What follows belongs to an exercise in optimizing a design on an open flow for small area, a short achievable clock period and few clock cycles per item; a production flow would make more cautious choices.
Function was checked by simulation only, so behaviour that the tests miss may differ from the original.
Power figures rest on the tool's default switching activity, not on a simulated workload.

## design.v

```verilog
module variable_partition_allocator_core (
    input  logic        aclk,
    input  logic        aresetn,
    input  logic        s_tvalid,
    output logic        s_tready,
    input  logic [39:0] s_tdata,    
    input  logic        s_tuser,    
    output logic        m_tvalid,
    input  logic        m_tready,
    output logic [39:0] m_tdata,    
    input  logic        psel,
    input  logic        penable,
    input  logic        pwrite,
    input  logic [2:0]  paddr,
    input  logic [31:0] pwdata,
    output logic [31:0] prdata,
    output logic        pready
);
    localparam int N  = 16;
    localparam int AB = 16;
    localparam int SB = 17;
    localparam logic [2:0] AddrPolicy = 3'd0;
    localparam logic [2:0] AddrLimit  = 3'd4;
    function automatic logic lt16(input logic [15:0] a, input logic [15:0] b);
        logic r;
        r = 1'b0;
        for (int i = 0; i < 16; i++) r = (!a[i] && b[i]) || (!(a[i] && !b[i]) && r);
        lt16 = r;
    endfunction
    logic [1:0]  policy_reg;
    logic [15:0] limit_reg;
    logic        cfg_wr;
    assign pready = 1'b1;
    assign cfg_wr = psel && penable && pwrite;
    always_ff @(posedge aclk) begin
        if (!aresetn) begin
            policy_reg <= 2'd0;
            limit_reg  <= '0;
        end else if (cfg_wr) begin
            if (paddr == AddrPolicy) policy_reg <= pwdata[1:0];
            if (paddr == AddrLimit)  limit_reg  <= pwdata[15:0];
        end
    end
    always_comb begin
        prdata = '0;
        if (paddr == AddrPolicy) prdata = {30'd0, policy_reg};
        if (paddr == AddrLimit)  prdata = {16'd0, limit_reg};
    end
    logic          rv;         
    logic          kind_r;
    logic [SB-1:0] arg_r;      
    logic          ov;
    logic [34:0]   odata;
    logic          adv;        
    logic          take;
    assign adv      = aresetn && rv && (!ov || m_tready);
    assign s_tready = !rv || !ov || m_tready;
    assign take     = s_tvalid && s_tready;
    logic [N-1:1][AB-1:0] base_r;
    logic [N:0][AB-1:0]   base_q;    
    logic [N-1:0]         free_q;
    logic [N-1:0][AB-1:0] em1;       
    assign base_q = {AB'(0), base_r, AB'(0)};
    for (genvar g = 0; g < N; g++) begin : g_size
        assign em1[g] = base_q[g+1] + ~base_q[g];
    end
    wire [SB-1:0] sm1   = arg_r;             
    wire [AB-1:0] req_a = arg_r[AB-1:0];
    logic [SB:0]   slm;
    logic          first;
    logic [AB-1:0] wmask;
    assign slm   = {1'b0, sm1} + {2'b0, limit_reg};
    assign first = (policy_reg != 2'd1) && (policy_reg != 2'd2);
    assign wmask = {AB{policy_reg == 2'd2}};
    logic [N-1:0]         cand;
    logic [N-1:0][AB-1:0] key;
    for (genvar g = 0; g < N; g++) begin : g_cand
        assign cand[g]    = free_q[g] && !sm1[SB-1] && !lt16(em1[g], sm1[AB-1:0]);
        assign key[g]     = em1[g] ^ wmask;
    end
    logic [N-1:0][N-1:0]  bt1;
    logic [N-1:0]         win1;       
    logic [3:0]           gv;         
    logic [3:0][AB-1:0]   gkey;
    logic [3:0][AB-1:0]   gem;        
    logic [3:0][AB-1:0]   gb;         
    logic [3:0][AB-1:0]   gnb;        
    logic [3:0]           gns;        
    for (genvar j = 0; j < N; j++) begin : g_b1j
        for (genvar i = 0; i < N; i++) begin : g_b1i
            if (j > i && j / 4 == i / 4) begin : g_c
                assign bt1[j][i] = !first && lt16(key[j], key[i]);
            end else begin : g_n
                assign bt1[j][i] = 1'b0;
            end
        end
    end
    always_comb begin
        for (int a = 0; a < N; a++) begin
            win1[a] = cand[a];
            for (int b = (a / 4) * 4; b < (a / 4) * 4 + 4; b++) begin
                if (b < a && cand[b] && !bt1[a][b]) win1[a] = 1'b0;
                if (b > a && cand[b] && bt1[b][a])  win1[a] = 1'b0;
            end
        end
        for (int q = 0; q < 4; q++) begin
            gv[q]  = |cand[4*q +: 4];
            gkey[q] = '0;
            gb[q]   = '0;
            for (int a = 4 * q; a < 4 * q + 4; a++) begin
                if (win1[a]) begin
                    gkey[q] = gkey[q] | key[a];
                    gb[q]   = gb[q] | base_q[a];
                end
            end
        end
    end
    for (genvar q = 0; q < 4; q++) begin : g_grp
        assign gem[q]  = gkey[q] ^ wmask;
        assign gnb[q]  = gb[q] + sm1[AB-1:0] + AB'(1);
        assign gns[q]  = (slm[SB:AB] != '0) || !lt16(slm[AB-1:0], gem[q]);
    end
    logic [3:0][3:0] bt2;
    logic [3:0]      win2;
    for (genvar j = 0; j < 4; j++) begin : g_b2j
        for (genvar i = 0; i < 4; i++) begin : g_b2i
            if (j > i) begin : g_c
                assign bt2[j][i] = !first && lt16(gkey[j], gkey[i]);
            end else begin : g_n
                assign bt2[j][i] = 1'b0;
            end
        end
    end
    always_comb begin
        for (int a = 0; a < 4; a++) begin
            win2[a] = gv[a];
            for (int b = 0; b < 4; b++) begin
                if (b < a && gv[b] && !bt2[a][b]) win2[a] = 1'b0;
                if (b > a && gv[b] && bt2[b][a])  win2[a] = 1'b0;
            end
        end
    end
    logic [N-1:0]  sel;       
    logic          found;
    for (genvar g = 0; g < N; g++) begin : g_sel
        assign sel[g] = win1[g] && win2[g/4];
    end
    assign found = |gv;
    logic [AB-1:0] pe;     
    logic [AB-1:0] pb;     
    logic [AB-1:0] nbase;  
    logic          exact;
    logic          full;
    always_comb begin
        pe    = '0;
        pb    = '0;
        nbase = '0;
        for (int q = 0; q < 4; q++) begin
            if (win2[q]) begin
                pe    = pe | gem[q];
                pb    = pb | gb[q];
                nbase = nbase | gnb[q];
            end
        end
    end
    assign exact = |(win2 & gns);
    assign full  = base_r[N-1] != '0;
    logic [N-1:0] hit;
    logic [N-1:0] mleft, mright;
    assign hit[0] = req_a == '0;
    for (genvar g = 1; g < N; g++) begin : g_hit
        assign hit[g] = (base_r[g] == req_a) && (req_a != '0);
    end
    assign mleft[0]    = 1'b0;
    assign mright[N-1] = 1'b0;
    for (genvar g = 1; g < N; g++) begin : g_ml
        assign mleft[g] = hit[g] && free_q[g-1];
    end
    for (genvar g = 0; g < N - 1; g++) begin : g_mr
        assign mright[g] = hit[g] && free_q[g+1];
    end
    logic f_ok;
    logic any_l, any_r;
    assign f_ok  = (|hit) && !(|(hit & free_q));
    assign any_l = |mleft;
    assign any_r = |mright;
    logic          do_free;
    logic          a_go;        
    logic          a_any;       
    logic [3:0]    t_split;     
    logic [N-1:0]  pre1;        
    logic [N-1:0]  lo;          
    logic [N-1:0]  gtf;         
    assign do_free = adv && kind_r && f_ok;
    assign a_go    = adv && !kind_r && !full;
    assign a_any   = adv && !kind_r;
    assign t_split = win2 & ~gns;
    always_comb begin
        for (int i = 0; i < N; i++) begin
            pre1[i] = 1'b0;
            for (int j = (i / 4) * 4; j < i; j++) pre1[i] = pre1[i] | win1[j];
        end
        lo = any_l ? (hit >> 1) : hit;
        for (int i = 0; i < N; i++) begin
            gtf[i] = 1'b0;
            for (int j = 0; j < i; j++) gtf[i] = gtf[i] | lo[j];
        end
    end
    wire sh1 = do_free && (any_l != any_r);
    wire sh2 = do_free && any_l && any_r;
    for (genvar g = 0; g < N; g++) begin : g_ent
        localparam int K = (g + N - 1) % N;    
        localparam int G = K / 4;              
        wire [AB-1:0] b_m1 = (g >= 1) ? base_q[K] : '0;
        wire          f_m1 = (g >= 1)    ? free_q[K] : 1'b0;
        wire [AB-1:0] b_p1 = base_q[g+1];
        wire          f_p1 = (g + 1 < N) ? free_q[(g+1)%N]   : 1'b0;
        wire [AB-1:0] b_p2 = (g + 2 < N) ? base_q[g+2]       : '0;
        wire          f_p2 = (g + 2 < N) ? free_q[(g+2)%N]   : 1'b0;
        logic below;    
        always_comb begin
            below = 1'b0;
            for (int q = 0; q < G; q++) below = below | t_split[q];
        end
        wire          ins  = (g >= 1) && a_go && t_split[G] && win1[K];
        wire          shr  = (g >= 1) && a_go && (below || (t_split[G] && pre1[K]));
        wire          s1   = sh1 && gtf[g];
        wire          s2   = sh2 && gtf[g];
        wire          hold = aresetn && !(ins || shr || s1 || s2);
        wire          fset = do_free && lo[g];
        wire          fclr = a_any && win2[g/4] && win1[g] && (gns[g/4] || !full);
        wire [AB-1:0] b_n = ({AB{ins}}  & nbase)
                          | ({AB{shr}}  & b_m1)
                          | ({AB{s1}}   & b_p1)
                          | ({AB{s2}}   & b_p2)
                          | ({AB{hold}} & base_q[g]);
        wire          f_n = ins
                          | (shr  && f_m1)
                          | (s1   && f_p1)
                          | (s2   && f_p2)
                          | (hold && ((free_q[g] && !fclr) || fset))
                          | (g == 0 && !aresetn);
        if (g == 0) begin : g_e0
            always_ff @(posedge aclk) free_q[g] <= f_n;
        end else begin : g_e
            always_ff @(posedge aclk) begin
                base_r[g] <= b_n;
                free_q[g] <= f_n;
            end
        end
    end
    logic [1:0]    res_st;
    logic [AB-1:0] res_a;
    logic [SB-1:0] res_s;
    always_comb begin
        res_st = 2'd0;
        res_a  = '0;
        res_s  = '0;
        if (kind_r) begin
            if (!f_ok) res_st = 2'd3;
        end else if (!found) begin
            res_st = 2'd1;
        end else if (exact) begin
            res_a = pb;
            res_s = {1'b0, pe} + SB'(1);
        end else if (full) begin
            res_st = 2'd2;
        end else begin
            res_a = pb;
            res_s = sm1 + SB'(1);
        end
    end
    always_ff @(posedge aclk) begin
        if (!aresetn) begin
            rv <= 1'b0;
            ov <= 1'b0;
        end else begin
            if (take)     rv <= 1'b1;
            else if (adv) rv <= 1'b0;
            if (adv)           ov <= 1'b1;
            else if (m_tready) ov <= 1'b0;
        end
    end
    always_ff @(posedge aclk) begin
        if (take) begin
            kind_r <= s_tuser;
            arg_r  <= s_tuser ? {1'b0, s_tdata[32:17]} : s_tdata[16:0] - SB'(1);
        end
        if (adv) odata <= {res_s, res_a, res_st};
    end
    assign m_tvalid = ov;
    assign m_tdata  = {5'd0, odata};
endmodule
```

## run.sh

```bash
#!/bin/bash
# synth_recipe.tcl (not shown) runs the flow's synth.tcl, then flattens the netlist and writes it again
# the make line also repeats each setting of config.mk as NAME=value (left out here)
make -C /OpenROAD-flow-scripts/flow DESIGN_CONFIG=/design/flow/config.mk WORK_HOME=/design/flow/orfs CLKGATE_MAP_FILE= SYNTH_SCRIPT=/design/flow/synth_recipe.tcl finish
```

## config.mk

```make
export PLATFORM = sky130hd
export DESIGN_NAME = variable_partition_allocator_core
export DESIGN_NICKNAME = variable_partition_allocator_core
export VERILOG_FILES = /design/flow/design.v
export SDC_FILE = /design/flow/constraint.sdc
export NUM_CORES = 4
export LEC_CHECK = 0
export ABC_AREA = 1
export CAP_MARGIN = 20
export CORE_MARGIN = 2
export CORE_UTILIZATION = 30
export SETUP_SLACK_MARGIN = 2.5
export SLEW_MARGIN = 20
export TNS_END_PERCENT = 5
```

## constraint.sdc

```tcl
create_clock -name core_clock -period 11.0 [get_ports {aclk}]
set_input_delay 2.2000 -clock core_clock [delete_from_list [all_inputs] [get_ports {aclk}]]
set_output_delay 2.2000 -clock core_clock [all_outputs]
set_load 0.01 [all_outputs]
```

==> results of run 1 <==
cells by family (layout without fill, tap and decap cells):
kind of cell	count (synthesis)	after routing	share of synthesized area, %
simple gates	5336	5340	40.3
xor+xnor	478	478	8.11
buf+inv	1678	1805	12.1
other cells	2	34	0.0133
compound gates	1775	1775	19.0
fa+ha+maj	347	347	7.90
flops	329	329	12.6
area by class of cell:
type                            count  area, um2
Fill cell                       21400     123000
Timing Repair inverter              1       8.76
Sequential cell                   329       7160
Multi-Input combinational cell   7962      44100
Antenna cell                       12       30.0
Timing Repair Buffer              391       3720
Inverter                         1333       5210
Clock buffer                       65       1340
Clock inverter                     15        166
Tap cell                         2495       3120
placed cells by master (no fill, tap or decap), drive strengths merged, types with 102 or more instances in the layout:
cell type	instances
buf	276
clkdlybuf4s50	111
nand2	3339
nand4	141
nand3	1028
o21ai	374
ha	328
dfxtp	276
o22ai	420
inv	1296
nor3	102
a21oi	599
xor2	395
nor2	567
how the worst max path moves through the flow:
| stage | startpoint | end | slack [ps] | depth (start not counted) |
|---|---|---|---|---|
| after global placement | base_r[32] | base_r[166] | 1590 | 58 |
| final | base_r[178] | base_r[164] | 2640 | 56 |
| after CTS | base_r[128] | base_r[190] | 2470 | 52 |
| after global routing | base_r[0] | base_r[176] | 2280 | 62 |
| after floorplan | base_r[192] | base_r[79] | 3840 | 58 |
| after detailed placement | base_r[32] | base_r[15] | 1540 | 53 |
worst max-delay path: cells and delay by family (launching register included):
kind	cells	cell delay (ps)
adder cells (fa/ha/maj)	1	410
AO/OA/AOI/OAI	7	2020
buffers and inverters	8	1520
AND/OR/NAND/NOR	40	3850
flip-flops	1	400
per-layer routing:
layer / global-route usage, % / vias to the layer above / routed length (um)
met5: 0.323 / - / 577
met4: 25.2 / 32 / 31900
met3: 12.0 / 1551 / 44800
met2: 45.4 / 4846 / 127000
met1: 37.6 / 32900 / 118000
li1: - / 33200 / -
power breakdown:
group | switching [mW] | total (mW) | internal, mW
clock | 0.713 | 1.59 | 0.877
combinational | 0.921 | 1.25 | 0.330
sequential | 0.0108 | 1.25 | 1.24
total | 1.64 | 4.09 | 2.44
repair_timing:
| item | 4_1_cts | 5_1_grt |
|---|---|---|
| setup buffers | 19 | 87 |
| gates cloned | 3 | 5 |
| resized for setup | 83 | 298 |
| hold buffers | 0 | 0 |
| setup endpoints to repair | 289 | 290 |
| pin swaps | 9 | 41 |
through the flow:
stage	area [um2]	util (%)	cells	total power, mW
2_1_floorplan	56700	-	9965	1.88
3_3_place_gp	60500	32.2	12400	2.38
3_5_place_dp	60500	32.2	12400	2.38
4_1_cts	62600	33.3	12500	3.94
5_1_grt	64800	34.5	12600	4.14
6_report	64900	34.5	12600	4.09
==> impl_results.md, run 1 <==
* Count of different cell masters after synthesis at 84
* Commonest cells in the netlist: nand2_1 (3,304), inv_1 (1,188), nand3_1 (1,013)
* Synthesis warning total at 1
* Most used cell, CP: nand2_1
* Main synth FF type: dfxtp_1
* Top flop regs: base_r x240, odata x35, arg_r x17
* Worst flop-to-flop path endpoint: base_r[164]
* Slew HR at 17.1%
* Drt initial violations at 9,763
* Final hold vios at 0
* Max FFs per register at 240
* Post-place setup slack at 1540 ps
* DRT antenna net count at 0
* Power per Cell Area at 63.0 nW/um2
* Clock transition at path regs at 60 ps
* Total GRT Usage at 31.7%
* CP Capture Type: flop
* Setup TNS at 0 ps
* Post-Syn Instances at 9,945
* Die Y at 439 um
* Clk_skew at 85.2 ps
* Final setup violation count at 0
* CP required at 11,500 ps
* CTS tree: built
* Hold/Removal Path Class: reg2reg
* P&R area growth vs syn at 14.5%
* Vias at 72,500
* Slowest stage cell, crit path: a21oi_1
* VDD IR-drop max at 0.000118 V
* Seq/Total Area, Yosys at 12.6%
* EDFF count, synth at 53
* DRT Pass-1 Iters at 19
* Ranking of synthesized cells by area: nand2_1 (22%), dfxtp_1 (9.8%), nand3_1 (8.9%)
* Largest reg by FF count: base_r
* Worst Hold Slack at 487 ps
* Max incr delay on CP at 470 ps
* Clock buffer depth at 3
* Outcome: complete, no violations
* Initial antenna violation count at 32
* Number of port buffers at 112
* IO Pins at 158
* RSZ-0062 raised after global routing: yes
* CTS sink cnt at 329
* Number of global-route vias before repair at 65,400
* Period minus WS final at 8360 ps
* Clk Latency, worst-skew pair at 710 ps
* Die ar. at 192,000 um2
* Final #Nets at 10,500
* Cell taking the most area after synthesis: nand2_1
* Largest net degree at the start of global routing at 97
* DP HPWL at 244,000 um
* Routability congestion estimate at 1.09
* Hold depth at 2
* R2R cell count at 56
* Layout cells sized above 1 at 9.95%
* Worst Path Arrival at 8860 ps
* Global-route wire length before repair at 452,000 um
* Top fanout value on the critical path at 14
* Final worst slack at 2640 ps
* Tightest Pin Transition at 1230 ps
* Worst r2r src: base_r[178]
* DRC violations left at 0
* Flop-to-flop setup slack at 2640 ps
* Die X at 439 um
* Most common cell in the synthesized netlist: nand2_1
* Syn Area/Cell at 5.70 um2
* Post-route clock period utilization at 76.0%
* Ys async rst share at 0%
* Critical Path Start Type: flop
* Root buffer cell: clkbuf_16
* Fin. max-slew vios at 0
* LEAKAGE at 31.3 nW
* Cell area after synthesis at 56,700 um2
* Yosys reg bits at 329
* Initial core utilization at 30.2%
* Share of Yosys cell area claimed by the top area cell type at 21.9%
* Max H-tree Level at 2
* Total CTS buffers at 44
* Maximum clock rate at 120 MHz
* Num rows at 159
* Worst hold endpoint: limit_reg[10]
* Routed Wire Length at 322,000 um
* MaxCap Viol Count at 0
* Core Box Area at 188,000 um2
* Critical path class: reg2reg
* Total grt overflow at 0
* Via/cell ratio at 5.76
* Routed len/inst at 25.6 um
* Hold Startpoint: limit_reg[10]
Testbench counts, summed over its fixed seeds: cycles 4,848, items 4,800.
==> run 2: changes to the inputs <==
--- a/design.v
+++ b/design.v
@@ -28,4 +28,18 @@
         lt16 = r;
     endfunction
+    function automatic logic [15:0] subm1(input logic [15:0] a, input logic [15:0] b);
+        logic [15:0] nb, g, t, d;
+        logic [16:0] c;
+        nb = ~b;
+        g  = a & nb;
+        t  = a | nb;
+        c[0] = 1'b0;
+        for (int k = 0; k < 16; k += 2) begin
+            c[k+1] = g[k] | (t[k] & c[k]);
+            c[k+2] = g[k+1] | (t[k+1] & g[k]) | (t[k+1] & t[k] & c[k]);
+        end
+        for (int k = 0; k < 16; k++) d[k] = a[k] ^ nb[k] ^ c[k];
+        subm1 = d;
+    endfunction
     logic [1:0]  policy_reg;
     logic [15:0] limit_reg;
@@ -63,5 +77,5 @@
     assign base_q = {AB'(0), base_r, AB'(0)};
     for (genvar g = 0; g < N; g++) begin : g_size
-        assign em1[g] = base_q[g+1] + ~base_q[g];
+        assign em1[g] = subm1(base_q[g+1], base_q[g]);
     end
     wire [SB-1:0] sm1   = arg_r;             
--- a/config.mk
+++ b/config.mk
@@ -12,3 +12,2 @@
 export SETUP_SLACK_MARGIN = 2.5
 export SLEW_MARGIN = 20
-export TNS_END_PERCENT = 5
==> run 2 against run 1 <==
Still clean; global-route usage increased by 0.63 points; first-iteration DRC count down 16%; synthesized cell count decreased by 16%; area after synthesis shrank 5.2%; clock power rose by 7%; total power up 2.5%; sequential share of layout area down 0.43 points; critical path depth grew 6; register-to-register slack got worse by 700 ps; critical path type unchanged; critical endpoint is now base_r[179]; highest routed layer unchanged.
==> impl_results.md, run 2 <==
* Outcome: complete, no violations
* Most common cell after layout, fill and taps aside: nand2_1
* Post-route clock period utilization at 82.3%
* Worst Path Arrival at 9680 ps
* Combinational Power Share at 29.7%
* Die X at 427 um
* # fillers at 18,800
* CTS sink cnt at 329
* Clock buffer depth at 3
* Global-route wire length before repair at 430,000 um
* Clock transition at path regs at 60 ps
* Count of different cell masters after synthesis at 79
* Power per Cell Area at 61.9 nW/um2
* VDD IR-drop max at 0.000124 V
* Number of global-route vias before repair at 60,000
* Root buffer cell: clkbuf_16
* Most frequent cells in the layout: nand2_1 (1,999), inv_1 (1,059), nand3_1 (492)
* Die Y at 427 um
* Cell taking the most area after synthesis: nand2_1
* Routability congestion estimate at 1.09
* DRC violations left at 0
* EDFF count, synth at 53
* Clk pwr share at 40.6%
* Total grt overflow at 0
* IO Pins at 158
* Yosys reg bits at 329
* Routed Wire Length at 309,000 um
* Most used cell, CP: buf_6
* Post-Syn Instances at 8,376
* Final hold vios at 0
* DP HPWL at 241,000 um
* Initial core utilization at 30.1%
* Clk_skew at 86.2 ps
* Final setup violation count at 0
* Share of Yosys cell area claimed by the top area cell type at 14.4%
* Via/cell ratio at 5.72
* Critical path class: reg2reg
* RSZ-0062 raised after global routing: yes
* Cell area after synthesis at 53,700 um2
* Critical Path Start Type: flop
* Syn Area/Cell at 6.41 um2
* CP Capture Type: flop
* Setup TNS at 0 ps
* Total GRT Usage at 32.3%
* Die ar. at 182,000 um2
* LEAKAGE at 29.7 nW
* Total CTS buffers at 48
* CP required at 11,620 ps
* Maximum clock rate at 110 MHz
* Fin. max-slew vios at 0
* Final #Nets at 9,537
* Max FFs per register at 240
* P_int at 2.55 mW
* Hold/Removal Path Class: reg2reg
* MaxCap Viol Count at 0
* Max H-tree Level at 2
* Top flop regs: base_r x240, odata x35, arg_r x17
* DRT Pass-1 Iters at 8
* Seq pwr share at 29.6%
* Largest reg by FF count: base_r
* Design area at 67,600 um2
* Tightest Pin Transition at 1330 ps
* Largest net degree at the start of global routing at 114
* Initial antenna violation count at 14
* Drt initial violations at 8,156
* Slew HR at 11.5%
* Clk Latency, worst-skew pair at 700 ps
* Most common cell in the synthesized netlist: nand2_1
* Max incr delay on CP at 550 ps
* Period minus WS final at 9060 ps
* Slowest stage cell, crit path: fa_2
* Num rows at 155
* Sw power at 1.63 mW
* CP bufs+invs at 31
* Ranking of synthesized cells by area: nand2_1 (14%), ha_1 (11%), dfxtp_1 (10%)
* Seq/Total Area, Yosys at 13.3%
* Synthesis warning total at 1
* Top fanout value on the critical path at 7
* Layout cells sized above 1 at 18.3%
* Core Box Area at 178,000 um2
* P&R area growth vs syn at 26.0%
* Routed len/inst at 27.4 um
* DP Area at 58,500 um2
* Commonest cells in the netlist: nand2_1 (2,055), inv_1 (1,110), nand3_1 (534)
* CTS tree: built
* Main synth FF type: dfxtp_1
* Cell family with most CP delay: buffers and inverters
* Switching fraction of total power at 39.0%
* Vias at 64,400
* DRT antenna net count at 0
* Number of port buffers at 112
* Ys async rst share at 0%
run 2: cell types whose count changed in the layout (fill, tap and decap cells not counted), sizes merged, moves of 99 or more:
| cell | before | now |
|---|---|---|
| nand2 | 3339 | 2078 |
| nand3 | 1028 | 540 |
| buf | 276 | 640 |
| xnor2 | 79 | 270 |
| a22oi | 59 | 227 |
| ha | 328 | 471 |
| inv | 1296 | 1172 |
| fa | 18 | 117 |
run 2: worst paths after layout:
path | to | startpoint | cells after the start | slack [ps]
worst min register to register | limit_reg[6] | limit_reg[6] | 2 | 480
worst max-delay path | base_r[179] | base_r[16] | 62 | 1940
worst min-delay path | limit_reg[6] | limit_reg[6] | 2 | 480
worst max register to register | base_r[179] | base_r[16] | 62 | 1940
run 2: area by class of cell:
class | count | area (um2) | area share, %
antenna | 12 | 30.0 | 0.0444
clock buffer | 51 | 1220 | 1.81
clock inverter | 39 | 420 | 0.621
inverter | 1205 | 4700 | 6.95
multi-input combinational | 6523 | 43800 | 64.7
sequential | 329 | 7180 | 10.6
tap | 2355 | 2950 | 4.36
timing repair buffer | 758 | 7330 | 10.8
timing repair inverter | 1 | 11.3 | 0.0166
run 2: layer usage:
| metal | wire length (um) | track usage (%) | up-vias |
|---|---|---|---|
| met1 | 121000 | 40.8 | 30700 |
| li1 | - | - | 28900 |
| met4 | 27000 | 22.4 | 4 |
| met3 | 38300 | 10.2 | 927 |
| met2 | 123000 | 46.5 | 3990 |
| met5 | 142 | 0 | - |
run 2: cells by family after synthesis:
| group | after synthesis | synth area share, % |
|---|---|---|
| flip-flops | 329 | 13.3 |
| buffers and inverters | 1544 | 11.9 |
| AND/OR/NAND/NOR | 3426 | 26.9 |
| AO/OA/AOI/OAI | 1886 | 22.2 |
| other | 2 | 0.0140 |
| adder cells (fa/ha/maj) | 588 | 15.3 |
| XOR/XNOR | 601 | 10.3 |
run 2: stage by stage:
stage	worst slack (ps)	hold WS (ps)	power, mW	cells	util [%]
2_1_floorplan	2510	449	1.87	8396	-
3_3_place_gp	676	467	2.31	10800	32.8
3_5_place_dp	707	474	2.31	10800	32.8
4_1_cts	2320	488	4.07	11200	36.4
5_1_grt	1430	509	4.28	11300	37.9
6_report	1940	484	4.19	11300	38.0
run 2: power by group through the flow:
stage	sequential [mW]	clock, mW	combinational [mW]
after floorplan	1.28	0	0.590
after CTS	1.24	1.70	1.13
after global placement	1.27	0	1.04
after detailed placement	1.27	0	1.04
after global routing	1.24	1.74	1.29
final	1.24	1.70	1.25
run 2: what timing repair did:
item,4_1_cts,5_1_grt
pin swaps,188,171
resized for setup,598,382
hold buffers,0,0
setup endpoints to repair,290,290
buffers inserted,241,105
cloned,7,5
run 2: tightest hold or removal path: stages (launching register included):
cell	delay, ps
dfxtp_1	310
inv_1	70
a21oi_1	60
Testbench counts of run 2, summed over its fixed seeds: cycles 4,848, items 4,800.

==> what the ideal ports hide <==
How much do the figures lean on ideal ports? The routed layouts below were timed once more, with nothing changed but the port constraints. Step 1, drivers: a clkbuf_16 drives aclk and a buf_2 each remaining input, both assumed. Step 2 times the ports against the registers' clock, not the clock port: input delays grow and output delays shrink by t, the midpoint of the rising clock arrivals with the driver on. Three values: no drivers, after step 1, after step 2; two values: the first two.
run | shift t [ns] | setup WS [ns] | slew at the worst register clock pin (ns)
run 1 | 0.748 | 2.640 / 2.640 / 2.640 | 0.08 / 0.08
run 2 | 0.739 | 1.944 / 1.944 / 1.944 | 0.07 / 0.07
After both steps setup and hold are still met in every run listed.
